From an optimization exercise on the open Yosys and OpenROAD flow, aimed at a short achievable clock period and few clock cycles per item; shortcuts taken in it are not production practice. In this exercise RTL edits were held to simulation tests only and were not proved equivalent to the original. Power and IR drop assume default switching activity.

==> flow/design.v <==
module mips_multicycle #(
  parameter int          ADDR_WIDTH = 12,
  parameter logic [31:0] RESET_PC   = 32'h0000_0000,
  parameter int          NUM_REGS   = 32
) (
  input  logic                  clk,
  input  logic                  reset,
  output logic                  mem_req,
  output logic                  mem_we,
  output logic [ADDR_WIDTH-1:0] mem_addr,
  output logic [31:0]           mem_wdata,
  input  logic [31:0]           mem_rdata,
  input  logic                  mem_ready,
  output logic                  halted,
  output logic                  retire_valid,
  output logic [31:0]           retire_pc
);
  localparam int RW    = NUM_REGS > 1 ? $clog2(NUM_REGS) : 1;
  localparam int WA    = ADDR_WIDTH - 2;         
  localparam int CIDX  = 6;                      
  localparam int NC    = 1 << CIDX;              
  localparam int CTAG  = WA - CIDX;              
  localparam int LIMIT = 40;                     
  localparam int NEAR  = 2;                      
  localparam logic [WA-1:0] LIMIT_W = LIMIT;
  localparam logic [WA-1:0] NEAR_W  = NEAR;
  logic                  preq_q, pdat_q, pwe_q;
  logic [ADDR_WIDTH-1:0] paddr_q;
  logic [31:0]           pwdata_q;
  logic [NC-1:0]         cv_q;
  logic [CTAG-1:0]       ctag_q [NC];
  logic [31:0]           cdat_q [NC];
  logic [31:0]           fpc_q;
  logic [WA-1:0]         ppc_q;
  logic [1:0]            iq_cnt_q;
  logic [31:0]           iq0_ir_q, iq0_pc_q, iq1_ir_q, iq1_pc_q;
  logic                  e_valid_q, e_trap_q, e_lw_q, e_sw_q, e_br_q, e_beq_q, e_pred_q;
  logic                  e_use_imm_q, e_sub_q, e_and_q, e_or_q, e_slt_q, e_urs_q, e_urt_q;
  logic [4:0]            e_rs_q, e_rt_q, e_wr_q;
  logic [31:0]           e_pc_q, e_a_q, e_b_q, e_imm_q, e_alt_q;
  logic                  m_valid_q, m_trap_q, m_lw_q, m_mem_q;
  logic [4:0]            m_wr_q;
  logic [31:0]           m_pc_q, m_val_q;
  logic                  w_valid_q, w_trap_q;
  logic [4:0]            w_wr_q;
  logic [31:0]           w_pc_q, w_val_q;
  logic                  stop_q, halting_q, halted_q;
  logic [31:0]           rf_q [NUM_REGS];
  logic hs, pfree, data_hs;
  assign hs      = preq_q & mem_ready;
  assign pfree   = ~preq_q | mem_ready;
  assign data_hs = hs & pdat_q;
  assign mem_req   = preq_q & ~reset;
  assign mem_we    = pwe_q;
  assign mem_addr  = paddr_q;
  assign mem_wdata = pwdata_q;
  assign halted    = halted_q;
  assign retire_valid = w_valid_q & ~w_trap_q;
  assign retire_pc = w_pc_q;
  logic [WA-1:0]   f_w;
  logic [CIDX-1:0] f_idx;
  logic            f_hit, f_infl, f_direct, f_avail, f_need;
  logic [31:0]     f_ir;
  assign f_w      = fpc_q[ADDR_WIDTH-1:2];
  assign f_idx    = f_w[CIDX-1:0];
  assign f_hit    = cv_q[f_idx] && ctag_q[f_idx] == f_w[WA-1:CIDX];
  assign f_infl   = preq_q && !pdat_q && paddr_q[ADDR_WIDTH-1:2] == f_w;
  assign f_direct = f_infl & mem_ready;
  assign f_avail  = f_hit | f_direct;
  assign f_need   = !f_hit && !f_infl;
  assign f_ir     = f_hit ? cdat_q[f_idx] : mem_rdata;
  logic        d_valid;
  logic [5:0]  d_op, d_fn;
  logic [4:0]  d_rs, d_rt, d_rd;
  logic [31:0] d_simm, d_pc4, d_bt, d_jt, d_rs_val, d_rt_val;
  logic        d_r, d_lw, d_sw, d_beq, d_bne, d_addi, d_j, d_legal, d_pred, d_redir_k;
  logic [WA-1:0] d_tw;
  assign d_valid = iq_cnt_q != 2'd0;
  assign d_op   = iq0_ir_q[31:26];
  assign d_rs   = iq0_ir_q[25:21];
  assign d_rt   = iq0_ir_q[20:16];
  assign d_rd   = iq0_ir_q[15:11];
  assign d_fn   = iq0_ir_q[5:0];
  assign d_simm = {{16{iq0_ir_q[15]}}, iq0_ir_q[15:0]};
  assign d_r    = d_op == 6'h00;
  assign d_lw   = d_op == 6'h23;
  assign d_sw   = d_op == 6'h2B;
  assign d_beq  = d_op == 6'h04;
  assign d_bne  = d_op == 6'h05;
  assign d_addi = d_op == 6'h08;
  assign d_j    = d_op == 6'h02;
  assign d_legal = (d_r && (d_fn == 6'h20 || d_fn == 6'h22 || d_fn == 6'h24 || d_fn == 6'h25 || d_fn == 6'h2A))
                 || d_lw || d_sw || d_beq || d_bne || d_addi || d_j;
  assign d_pc4  = iq0_pc_q + 32'd4;
  assign d_bt   = d_pc4 + {d_simm[29:0], 2'b00};
  assign d_jt   = {d_pc4[31:28], iq0_ir_q[25:0], 2'b00};
  assign d_pred = (d_beq && (d_rs == d_rt || iq0_ir_q[15])) || (d_bne && d_rs != d_rt && iq0_ir_q[15]);
  assign d_redir_k = d_j || d_pred;
  assign d_tw   = d_j ? iq0_ir_q[WA-1:0] : iq0_pc_q[ADDR_WIDTH-1:2] + 1'b1 + d_simm[WA-1:0];
  logic w_we;
  assign w_we = w_valid_q && !w_trap_q && w_wr_q != 5'd0;
  assign d_rs_val = (d_rs == 5'd0 || {27'b0, d_rs} >= NUM_REGS) ? 32'h0 :
                    (w_we && w_wr_q == d_rs) ? w_val_q : rf_q[d_rs[RW-1:0]];
  assign d_rt_val = (d_rt == 5'd0 || {27'b0, d_rt} >= NUM_REGS) ? 32'h0 :
                    (w_we && w_wr_q == d_rt) ? w_val_q : rf_q[d_rt[RW-1:0]];
  logic [31:0] e_fa, e_fb, e_opb, e_sum, e_res;
  logic [ADDR_WIDTH-1:0] e_ea;
  logic        e_mem, e_mis, e_ld_haz, m_busy, e_adv, e_accept, e_taken, e_redirect, e_mis_adv;
  logic        e_slt_v;
  assign e_fa = (m_valid_q && !m_lw_q && m_wr_q != 5'd0 && m_wr_q == e_rs_q) ? m_val_q :
                (w_we && w_wr_q == e_rs_q) ? w_val_q : e_a_q;
  assign e_fb = (m_valid_q && !m_lw_q && m_wr_q != 5'd0 && m_wr_q == e_rt_q) ? m_val_q :
                (w_we && w_wr_q == e_rt_q) ? w_val_q : e_b_q;
  assign e_opb = e_use_imm_q ? e_imm_q : e_fb;
  assign e_sum = e_fa + (e_sub_q ? ~e_opb : e_opb) + {31'b0, e_sub_q};
  assign e_slt_v = (e_fa[31] != e_fb[31]) ? e_fa[31] : e_sum[31];
  assign e_res = e_and_q ? (e_fa & e_fb) :
                 e_or_q  ? (e_fa | e_fb) :
                 e_slt_q ? {31'b0, e_slt_v} : e_sum;
  assign e_ea  = e_fa[ADDR_WIDTH-1:0] + e_imm_q[ADDR_WIDTH-1:0];
  assign e_mem = e_lw_q | e_sw_q;
  assign e_mis = e_mem && e_ea[1:0] != 2'b00;
  assign e_ld_haz = m_valid_q && m_lw_q && m_wr_q != 5'd0 &&
                    ((e_urs_q && m_wr_q == e_rs_q) || (e_urt_q && m_wr_q == e_rt_q));
  assign m_busy = m_valid_q && m_mem_q && !data_hs;
  assign e_adv  = e_valid_q && !m_busy && !e_ld_haz && (!e_mem || e_mis || pfree);
  assign e_accept = !e_valid_q || e_adv;
  assign e_taken  = e_beq_q ? (e_fa == e_fb) : (e_fa != e_fb);
  assign e_redirect = e_adv && e_br_q && (e_taken != e_pred_q);
  assign e_mis_adv  = e_adv && e_mis;
  logic issue_data;
  assign issue_data = e_adv && e_mem && !e_mis;
  logic d_adv, d_redirect, d_trap_adv, iq_flush, push;
  assign d_adv      = d_valid && e_accept && !stop_q && !halting_q;
  assign d_redirect = d_adv && d_redir_k;
  assign d_trap_adv = d_adv && !d_legal;
  assign iq_flush   = e_redirect || e_mis_adv || d_redirect || d_trap_adv;
  assign push       = f_avail && iq_cnt_q != 2'd2 && !stop_q && !halting_q;
  logic [CIDX-1:0] p_idx;
  logic            p_hit, p_infl, in_win, pnear, memop_soon, want_fill, issue_fill, skip;
  logic [WA-1:0]   pdist, cand;
  assign p_idx  = ppc_q[CIDX-1:0];
  assign p_hit  = cv_q[p_idx] && ctag_q[p_idx] == ppc_q[WA-1:CIDX];
  assign p_infl = preq_q && !pdat_q && paddr_q[ADDR_WIDTH-1:2] == ppc_q;
  assign pdist   = ppc_q - f_w;
  assign in_win = pdist < LIMIT_W;
  assign pnear   = pdist < NEAR_W;
  assign memop_soon = (iq_cnt_q != 2'd0 && (iq0_ir_q[31:26] == 6'h23 || iq0_ir_q[31:26] == 6'h2B)) ||
                      (iq_cnt_q == 2'd2 && (iq1_ir_q[31:26] == 6'h23 || iq1_ir_q[31:26] == 6'h2B)) ||
                      (e_valid_q && e_mem);
  assign cand      = f_need ? f_w : ppc_q;
  assign skip      = !f_need && in_win && (p_hit || p_infl);
  assign want_fill = !stop_q && !halting_q &&
                     (f_need || (in_win && !p_hit && !p_infl && (pnear || !memop_soon)));
  assign issue_fill = pfree && want_fill && !issue_data;
  logic [WA-1:0] ppc_n, redir_w;
  logic          redir_any, keep;
  assign ppc_n     = f_need ? (issue_fill ? f_w + 1'b1 : f_w) :
                     (skip || issue_fill) ? ppc_q + 1'b1 : ppc_q;
  assign redir_any = e_redirect || d_redirect;
  assign redir_w   = e_redirect ? e_alt_q[ADDR_WIDTH-1:2] : d_tw;
  assign keep      = (ppc_q - redir_w) < LIMIT_W;
  always_ff @(posedge clk) begin
    if (hs && !pdat_q) begin
      cdat_q[paddr_q[CIDX+1:2]] <= mem_rdata;
      ctag_q[paddr_q[CIDX+1:2]] <= paddr_q[ADDR_WIDTH-1:CIDX+2];
    end
    if (push) begin
      if (iq_cnt_q == 2'd0 || (iq_cnt_q == 2'd1 && d_adv)) begin
        iq0_ir_q <= f_ir;
        iq0_pc_q <= fpc_q;
      end else begin
        iq1_ir_q <= f_ir;
        iq1_pc_q <= fpc_q;
      end
    end
    if (iq_cnt_q == 2'd2 && d_adv) begin
      iq0_ir_q <= iq1_ir_q;
      iq0_pc_q <= iq1_pc_q;
    end
    if (d_adv) begin
      e_trap_q    <= !d_legal;
      e_lw_q      <= d_lw;
      e_sw_q      <= d_sw;
      e_br_q      <= d_beq | d_bne;
      e_beq_q     <= d_beq;
      e_pred_q    <= d_pred;
      e_use_imm_q <= !d_r;
      e_sub_q     <= d_r && (d_fn == 6'h22 || d_fn == 6'h2A);
      e_and_q     <= d_r && d_fn == 6'h24;
      e_or_q      <= d_r && d_fn == 6'h25;
      e_slt_q     <= d_r && d_fn == 6'h2A;
      e_urs_q     <= !d_j;
      e_urt_q     <= d_r || d_sw || d_beq || d_bne;
      e_rs_q      <= d_rs;
      e_rt_q      <= d_rt;
      e_wr_q      <= !d_legal ? 5'd0 : d_r ? d_rd : (d_addi || d_lw) ? d_rt : 5'd0;
      e_pc_q      <= iq0_pc_q;
      e_a_q       <= d_rs_val;
      e_b_q       <= d_rt_val;
      e_imm_q     <= d_simm;
      e_alt_q     <= d_pred ? d_pc4 : d_bt;
    end else begin
      e_a_q <= e_fa;
      e_b_q <= e_fb;
    end
    if (e_adv) begin
      m_trap_q <= e_trap_q | e_mis;
      m_lw_q   <= e_lw_q & !e_mis;
      m_mem_q  <= e_mem & !e_mis;
      m_wr_q   <= e_mis ? 5'd0 : e_wr_q;
      m_pc_q   <= e_pc_q;
      m_val_q  <= e_res;
    end
    if (issue_data) begin
      pwe_q    <= e_sw_q;
      paddr_q  <= {e_ea[ADDR_WIDTH-1:2], 2'b00};
      pwdata_q <= e_fb;
    end else if (issue_fill) begin
      pwe_q    <= 1'b0;
      paddr_q  <= {cand, 2'b00};
    end
    w_wr_q  <= m_wr_q;
    w_pc_q  <= m_pc_q;
    w_trap_q <= m_trap_q;
    w_val_q <= m_lw_q ? mem_rdata : m_val_q;
    if (reset) begin
      preq_q    <= 1'b0;
      pdat_q    <= 1'b0;
      cv_q      <= '0;
      fpc_q     <= RESET_PC;
      ppc_q     <= RESET_PC[ADDR_WIDTH-1:2];
      iq_cnt_q  <= 2'd0;
      e_valid_q <= 1'b0;
      m_valid_q <= 1'b0;
      w_valid_q <= 1'b0;
      stop_q    <= 1'b0;
      halting_q <= 1'b0;
      halted_q  <= 1'b0;
      for (int i = 0; i < NUM_REGS; i++) rf_q[i] <= '0;
    end else begin
      if (issue_data || issue_fill) begin
        preq_q <= 1'b1;
        pdat_q <= issue_data;
      end else if (hs) preq_q <= 1'b0;
      if (hs && !pdat_q) begin
        cv_q[paddr_q[CIDX+1:2]] <= 1'b1;
      end
      if (e_redirect) fpc_q <= e_alt_q;
      else if (d_redirect) fpc_q <= d_bt & {32{!d_j}} | d_jt & {32{d_j}};
      else if (push) fpc_q <= fpc_q + 32'd4;
      if (iq_flush) iq_cnt_q <= 2'd0;
      else iq_cnt_q <= iq_cnt_q + {1'b0, push} - {1'b0, d_adv};
      if (redir_any) ppc_q <= !keep ? redir_w : f_need ? ppc_q : ppc_n;
      else ppc_q <= ppc_n;
      e_valid_q <= (e_valid_q && !e_adv) || (d_adv && !e_redirect && !e_mis_adv);
      m_valid_q <= (m_valid_q && m_busy) || e_adv;
      w_valid_q <= m_valid_q && !m_busy;
      if (w_we && {27'b0, w_wr_q} < NUM_REGS) rf_q[w_wr_q[RW-1:0]] <= w_val_q;
      stop_q    <= !e_redirect && (stop_q || d_trap_adv || e_mis_adv);
      if (w_valid_q && w_trap_q) halting_q <= 1'b1;
      if (halting_q && !preq_q) halted_q <= 1'b1;
    end
  end
endmodule
==> flow/run.sh <==
#!/bin/bash
# synth_recipe.tcl (not shown) runs the flow's synth.tcl, then flattens the netlist and writes it again
# the make line also repeats each setting of config.mk as NAME=value (left out here)
make -C /OpenROAD-flow-scripts/flow DESIGN_CONFIG=/design/flow/config.mk WORK_HOME=/design/flow/orfs CLKGATE_MAP_FILE= SYNTH_SCRIPT=/design/flow/synth_recipe.tcl finish
==> flow/config.mk <==
export PLATFORM = sky130hd
export DESIGN_NAME = mips_multicycle
export DESIGN_NICKNAME = mips_multicycle
export VERILOG_FILES = /design/flow/design.v
export SDC_FILE = /design/flow/constraint.sdc
export NUM_CORES = 4
export LEC_CHECK = 0
export CAP_MARGIN = 20
export CORE_MARGIN = 2
export CORE_UTILIZATION = 40
export SLEW_MARGIN = 20
==> flow/constraint.sdc <==
create_clock -name core_clock -period 6.0 [get_ports {clk}]
set_input_delay 1.2000 -clock core_clock [delete_from_list [all_inputs] [get_ports {clk}]]
set_output_delay 1.2000 -clock core_clock [all_outputs]
set_load 0.01 [all_outputs]
==> impl_metrics.tcl <==
set metrics [dict create \
    status "finished with violations" \
    check.faults "negative setup slack" \
    post-route-period-util 1.07 \
    synthDistinctLibCells 90 \
    dp_hpwl_mm 343 \
    cellPowerDensity_mw_per_mm2 398 \
    utilization 0.465 \
    cts_buffer_depth 4 \
    initial_core_util 0.402 \
    ios 115 \
    cpPeakStageDelay_ns 0.40 \
    slowest_stage "or3_4" \
    arrival_ns 7.29 \
    dp_slack_ns -0.809 \
    hold_slack_ns 0.339 \
    synth_ff_type "edfxtp_1" \
    tritoncts "done" \
    min_period_ns 6.40 \
    core_region_area_mm2 0.441 \
    yosysSeqAreaShare 0.654 \
    synth_area_mm2 0.177 \
    setup_ws_ns -0.399 \
    final_hold_viol_count 0 \
    cts.sinks 3949 \
    sequentialPowerShare 0.408 \
    io_buffers 112 \
    power_mw 81.7 \
    syn_inst 10051 \
    hp-class "reg -> reg" \
    fin_worst_skew_ns 0.102 \
    path_clk_slew_ns 0.06 \
    dpl_cell_area_mm2 0.190 \
    fillers 37135 \
    dieArea_mm2 0.448 \
    final_common_cell "edfxtp_1" \
    drt-pass1-iter-count 7 \
    p_leak_nw 68.1 \
    async_reset_ff_frac 0 \
    rsz0062_at_grt "yes" \
    timing.fmax_mhz 156 \
    cp-end-kind "flip-flop" \
    synth-edff-count 3677 \
    stdcell_area_mm2 0.205 \
    grt_max_degree 125 \
    gp_congestion 0.914 \
    ir_drop_uv 348 \
    cts_made_buffers 411 \
    viasPerCell 6.01 \
    report.final.setup_viol 16 \
    drive_gt1_frac 0.300 \
    maxCapViolCount 0 \
    grt.overflow.total 0 \
    grt.total_usage 0.246 \
    wl_per_cell_um 33.4 \
    cp-start-kind "flip-flop" \
    htreeDepth 5 \
    synth.avg_cell_area_um2 17.6 \
    wirelength_mm 564 \
    pwr-share-clk 0.309 \
    hold_buffers 0 \
    worstSetupPathType "reg -> reg" \
    synth_warnings 1 \
    power_frac_comb 0.283 \
    grt_pass1_vias 103685 \
    antenna_found_initial 41 \
    drv_slew 0 \
    drc 0 \
    worst_pin_slew_ns 1.15 \
    p_sw_frac 0.315 \
    grt_pass1_wl_mm 793 \
    required_ns 6.89 \
    num-nets-final 10845 \
    vias 101492 \
    clk_latency_ns 1.02 \
    synth_seq_cells 3949 \
    slew_headroom 0.225 \
    p_int_mw 56.0 \
    p_sw_mw 25.7 \
    area_growth_pct 15.8 \
    placementRows 244 \
    cts_root_buf "clkbuf_16" \
    drtIter0Drc 12546 \
    final_cell_mix "3677 x edfxtp_1, 1456 x mux4_2, 1018 x and2_1, 648 x buf_4, 421 x clkbuf_16" \
    dieHeight_um 669 \
    die_w_um 669 \
    path_max_fanout 7 \
    postRouteAntennaNets 0 \
]
==> stage by stage <==
stage | cells | TNS [ns]
after floorplan | 10084 | -0.00294
after global placement | 16039 | -13.69
after detailed placement | 16041 | -13.43
after CTS | 16840 | -3.89
after global routing | 16876 | -8.36
final | 16895 | -5.32
==> cell usage after synthesis, drive strengths merged, types with 16 or more instances <==
master,n,area share
xnor2,143,0.0071
nand3,78,0.0022
a221oi,17,0.00084
mux2,144,0.0092
buf,173,0.0042
dfxtp,272,0.031
o22ai,68,0.0024
a31oi,31,0.0011
and2,1019,0.036
and3,42,0.0015
a21oi,256,0.0073
ha,165,0.012
nor2b,33,0.0012
nand4,28,0.00099
o21bai,27,0.0011
xor2,102,0.0050
clkbuf,565,0.012
mux4,1456,0.19
edfxtp,3677,0.62
o211ai,22,0.00093
a22oi,41,0.0017
nor4,16,0.00057
a311oi,18,0.00089
a211oi,45,0.0020
nor3,49,0.0014
nand2b,26,0.00096
nand2,282,0.0060
nor2,380,0.0081
inv,151,0.0032
o21ai,268,0.0076
mux2i,221,0.012
a21o,40,0.0017
==> registers in the layout, summed over array words and instances (netlist names), 64 cells and up, named ones only <==
signal	flops
rf_q	1024
cv_q	64
ctag_q	256
cdat_q	2048
==> metal layers <==
layer | wire (um) | vias to the layer above | track usage
li1 | - | 41364 | -
met1 | 222000 | 54039 | 0.332
met2 | 271000 | 5088 | 0.402
met3 | 48500 | 993 | 0.0445
met4 | 22700 | 8 | 0.0880
met5 | 57 | - | 0
==> power by group through the flow <==
stage	sequential, mW	clock (mW)	combinational [mW]
floorplan	33.0	0	13.6
global placement	33.8	0	22.0
detailed placement	33.8	0	22.2
CTS	33.3	25.6	22.6
global route	33.4	26.6	24.2
finish	33.3	25.3	23.1
==> timing repair <==
action,in CTS,in global routing
endpoints found under the hold margin,0,0
buffers inserted,49,38
resized for setup,99,61
endpoints found under the setup margin,21,22
gates cloned,7,2
pin swaps,44,60
==> critical path, delay by kind of cell, from the launching register on <==
family / cells / cell delay [ns]
and+or+nand+nor: 12 / 2.21
muxes: 1 / 0.19
DFF: 1 / 0.32
AOI/OAI and AO/OA: 9 / 1.69
buffers and inverters: 9 / 1.36
adders and majority gates: 2 / 0.54
==> final timing paths <==
kind	startpoint	to	slack, ns	cells past startpoint
setup reg to reg	w_wr_q[2]	ppc_q[3]	-0.40	33
hold reg to reg	m_pc_q[8]	w_pc_q[8]	0.34	0
hold / removal	m_pc_q[8]	w_pc_q[8]	0.34	0
setup / recovery	w_wr_q[2]	ppc_q[3]	-0.40	33
==> logic make-up (layout without fill, tap and decap cells) <==
| family | Yosys count | in the layout | share of synthesized area |
|---|---|---|---|
| buffers and inverters | 891 | 1777 | 0.0194 |
| adders and majority gates | 170 | 170 | 0.0122 |
| muxes | 1821 | 1821 | 0.207 |
| other | 1 | 55 | 0.0000212 |
| AOI/OAI and AO/OA | 944 | 944 | 0.0331 |
| and+or+nand+nor | 2029 | 2029 | 0.0621 |
| xor gates and xnor gates | 246 | 246 | 0.0122 |
| DFF | 3949 | 3949 | 0.654 |
==> area by class of cell <==
type	instances	area [um2]	share of cell area
flip-flops and latches	3949	116000	0.565
multi-input cells	5244	59800	0.292
clock buffers	508	10900	0.0532
repair buffers	881	8170	0.0398
well taps	5904	7390	0.0360
clock inverters	235	2220	0.0108
inverters	153	604	0.00295
diodes	21	52.6	0.000256
Testbench counts, summed over its fixed seeds: cycles 76,469, instructions 53,074.

## port drivers added, routing unchanged
In the flow no input, the clock included, has a driving cell. The finished layout below was timed again as built, in two steps.
Step 1: set_driving_cell puts a clkbuf_16 on clk and a buf_2 on each other input, an assumption about the parent block.
Step 2, shift: input delay + t, output delay - t, t = (earliest + latest rising clock arrival at the registers) / 2. This alone moves slack from input paths to output paths.
Three values: no drivers, after step 1, after step 2; two values: the first two.
t, ns: 1.070
slack for setup (ns): -0.399 / -0.399 / -0.399
hold WS [ns]: 0.339 / 0.339 / 0.339
For this run, drivers alone change the setup slack by 0.000 ns; drivers and shift together by 0.000 ns.
